Source: an optimization exercise on an open RTL-to-GDS flow (aim: a short achievable clock period and few clock cycles per item). Production flows keep margins and buffers that such runs may drop. In this exercise RTL edits were held to simulation tests only and were not proved equivalent to the original. No driver is modelled on the clock port, so clocking that relies on it looks cheaper here than on a real chip.

==> build 92 <==
// dfu_top
module dfu_top (
	input  logic        clk,
	input  logic        rst,
	input  logic        a_valid,
	input  logic [4:0]  a_op,
	input  logic [31:0] a_data,
	output logic        a_ready,
	input  logic        b_valid,
	input  logic [31:0] b_data,
	output logic        b_ready,
	output logic        res_valid,
	output logic [31:0] res_data,
	input  logic        res_ready
);
==> flow/config.mk <==
export PLATFORM = sky130hd
export DESIGN_NAME = dfu_top
export DESIGN_NICKNAME = dfu_top
export VERILOG_FILES = /design/flow/design.v
export SDC_FILE = /design/flow/constraint.sdc
export NUM_CORES = 4
export LEC_CHECK = 0
export CAP_MARGIN = 20
export CORE_MARGIN = 2
export CORE_UTILIZATION = 30
export SETUP_SLACK_MARGIN = 3.0
export SLEW_MARGIN = 20
==> flow/constraint.sdc <==
create_clock -name core_clock -period 9.0 [get_ports {clk}]
set_input_delay 1.8000 -clock core_clock [delete_from_list [all_inputs] [get_ports {clk}]]
set_output_delay 1.8000 -clock core_clock [all_outputs]
set_load 0.01 [all_outputs]
standard.sh (not shown) runs the stock make flow with config.mk's settings and CLKGATE_MAP_FILE= SYNTH_SCRIPT=/design/flow/synth_recipe.tcl, a recipe that flattens the netlist after the stock synthesis.
==> flow/flow/run.sh <==
#!/bin/bash
# The standard layout (standard.sh, all ORFS steps to finish) with these
# changes:
# - synthesis runs through flow/synth.tcl: modules are mapped one by one
#   (SYNTH_HIERARCHICAL 1, flattened at the end as the standard flow's synthesis
#   does), with flow/speed.abc, a delay-driven ABC script, and with adder
#   cells extracted only in the multiplier;
# - the port buffers are plain sky130_fd_sc_hd__buf_4 cells (which the
#   resizer may resize) rather than delay cells;
# - the CTS and global-route steps each end with extra setup repair
#   passes (flow/post_cts.tcl, flow/post_grt.tcl).
# Make's full output goes to flow_make.log in the work folder; ORFS keeps
# each step's log under orfs/logs/.
set -euo pipefail
work=$(pwd)
bash standard.sh \
  SYNTH_HIERARCHICAL=1 \
  SYNTH_SCRIPT="$work/flow/synth.tcl" \
  FLOW_ABC_SCRIPT="$work/flow/speed.abc" \
  BUFFER_PORTS_ARGS="-buffer_cell sky130_fd_sc_hd__buf_4" \
  POST_CTS_TCL="$work/flow/post_cts.tcl" \
  POST_GLOBAL_ROUTE_TCL="$work/flow/post_grt.tcl" \
  finish > "$work/flow_make.log" 2>&1
==> flow/flow/post_cts.tcl <==
# two more setup repair passes after the standard CTS-stage repair,
# then legalise the placement again
estimate_parasitics -placement
repair_timing -setup -setup_margin $::env(SETUP_SLACK_MARGIN) -repair_tns 100 -verbose
repair_timing -setup -setup_margin $::env(SETUP_SLACK_MARGIN) -repair_tns 100 -skip_last_gasp -sequence "sizeup,swap,buffer,clone" -verbose
detailed_placement
check_placement -verbose
==> flow/flow/post_grt.tcl <==
# one more setup repair pass on global-route parasitics after the
# standard one, then legalise, reroute the changed nets and write the
# route guides again
estimate_parasitics -global_routing
repair_timing -setup -setup_margin $::env(SETUP_SLACK_MARGIN) -repair_tns 100 -verbose
global_route -start_incremental
detailed_placement
global_route -end_incremental
estimate_parasitics -global_routing
write_guides $::env(RESULTS_DIR)/route.guide
==> flow/flow/speed.abc <==
strash
dch -f
map -p {D}
strash
dch -f
map -p {D}
topo
buffer -c
stime -c
upsize -c {D}
dnsize -c {D}
==> flow/flow/synth.tcl <==
# The standard synthesis (synth_recipe.tcl), run with SYNTH_HIERARCHICAL 1
# so each module is mapped on its own, and with two changes: Yosys's abc
# command uses flow/speed.abc, a delay-driven mapping script, instead of
# the ORFS speed script; and full and half adder cells are extracted only
# in the multiplier, so the ALU's adders stay visible to ABC. Everything
# else, registers included, is unchanged.
proc synth {args} { yosys synth -nofsm -noshare {*}$args }
proc abc {args} {
  set i [lsearch -exact $args -script]
  if {$i >= 0} { lset args [expr {$i + 1}] $::env(FLOW_ABC_SCRIPT) }
  set j [lsearch -exact $args -D]
  if {$j >= 0} { lset args [expr {$j + 1}] 1500 } else { lappend args -D 1500 }
  yosys abc {*}$args
}
proc extract_fa {args} { yosys extract_fa {*}$args mul_pipe }
source $::env(SCRIPTS_DIR)/synth.tcl
# left out here: clear keep_hierarchy, flatten, clean up, hide names made inside functions, write 1_2_yosys.v
==> inputs of trial 68, as changes to build 92 <==
==> flow/run.sh (new file) <==
#!/bin/bash
# synth_recipe.tcl (not shown) runs the flow's synth.tcl, then flattens the netlist and writes it again
# the make line also repeats each setting of config.mk as NAME=value (left out here)
make -C /OpenROAD-flow-scripts/flow DESIGN_CONFIG=/design/flow/config.mk WORK_HOME=/design/flow/orfs CLKGATE_MAP_FILE= SYNTH_SCRIPT=/design/flow/synth_recipe.tcl finish
Settings changed: ABC_CLOCK_PERIOD_IN_PS from default to 4000, CORE_UTILIZATION 30 to 40.
removed: flow/flow/run.sh
removed: flow/flow/post_cts.tcl
removed: flow/flow/post_grt.tcl
removed: flow/flow/speed.abc
removed: flow/flow/synth.tcl
removed: flow/standard.sh
==> flow_summary.ini <==
[min_path]
whs_path_depth = 4

[power_and_ir_drop]
pg_clk_mw = 0.745
p_per_area_mw_per_mm2 = 293

[logic_synthesis]
synthSimpleGateAreaFrac_pct = 16.0
ys.warnings.count = 5
synth_area_mm2 = 0.0298

[cells_and_area]
area_share_clock_buf_inv_pct = 1.38
multi_input_area_mm2 = 0.0262
layout_common_cells = nor2_1 (543), fa_1 (405), buf_4 (390)
final_nets = 4517
fin_cells = 4861

[run_status]
status = finished clean

[worst_setup_path]
worst_path_most_repeated_cell = buf_6
critPathBufInv = 6
path_max_fanout = 5

[detailed_routing]
routed_wirelength_um = 151000
wl_met2_um = 62600

[timing]
fin_crit_sh_pct = 73.7

[clock_tree]
path_clk_slew_ns = 0.07
# the run above: trial 68

==> flow_summary.ini <==
[cells_and_area]
multi_input_area_mm2 = 0.0289
syn_to_final_growth_pct = 28.9
layout_common_cells = inv_1 (439), nand2_1 (439), fa_1 (401)
fin_cells = 5826
area_share_clock_buf_inv_pct = 1.39

[detailed_routing]
wl_met2_um = 75600
routed_wirelength_um = 189000

[timing]
fin_crit_sh_pct = 67.9

[power_and_ir_drop]
p_per_area_mw_per_mm2 = 300
pg_clk_mw = 0.775

[logic_synthesis]
ys.warnings.count = 11
synth_area_mm2 = 0.0334
synthSimpleGateAreaFrac_pct = 29.0
synthMuxAreaShare_pct = 0.273

[worst_setup_path]
worst_path_most_repeated_cell = nand3_2
path_max_fanout = 20

[clock_tree]
cts.sinks = 156

[run_status]
status = finished clean
# the run above: build 92

Testbench counts of build 92, summed over its fixed seeds: cycles 9,419, items 8,000.
Testbench counts of trial 68, summed over its fixed seeds: cycles 9,419, items 8,000.

-- what the ideal ports hide --
How much do the figures lean on ideal ports? The routed layouts below were timed once more, with nothing changed but the port constraints.
Step 1, drivers: a clkbuf_16 drives clk and a buf_2 each remaining input, both assumed.
Step 2 adds t to the input delays and takes it off the output delays; t is the mean of the earliest and latest rising clock arrival at the registers after step 1. Input paths then give back, and output paths get back, about the clock's delay inside the block.
Slacks: ideal / step 1 / step 2; pairs: ideal / step 1.
| run | t, ns | setup slack, ns | worst hold slack (ns) |
|---|---|---|---|
| build 92 | 0.548 | 2.890 / 2.675 / 2.675 | 0.845 / 0.845 / 0.845 |
| trial 68 | 0.546 | 2.370 / 2.158 / 2.158 | 1.397 / 1.397 / 1.397 |
After both steps every run listed still meets setup and hold. The setup slack of build 92, which loses most, moves by -0.215 ns with the drivers and by -0.215 ns with both steps.
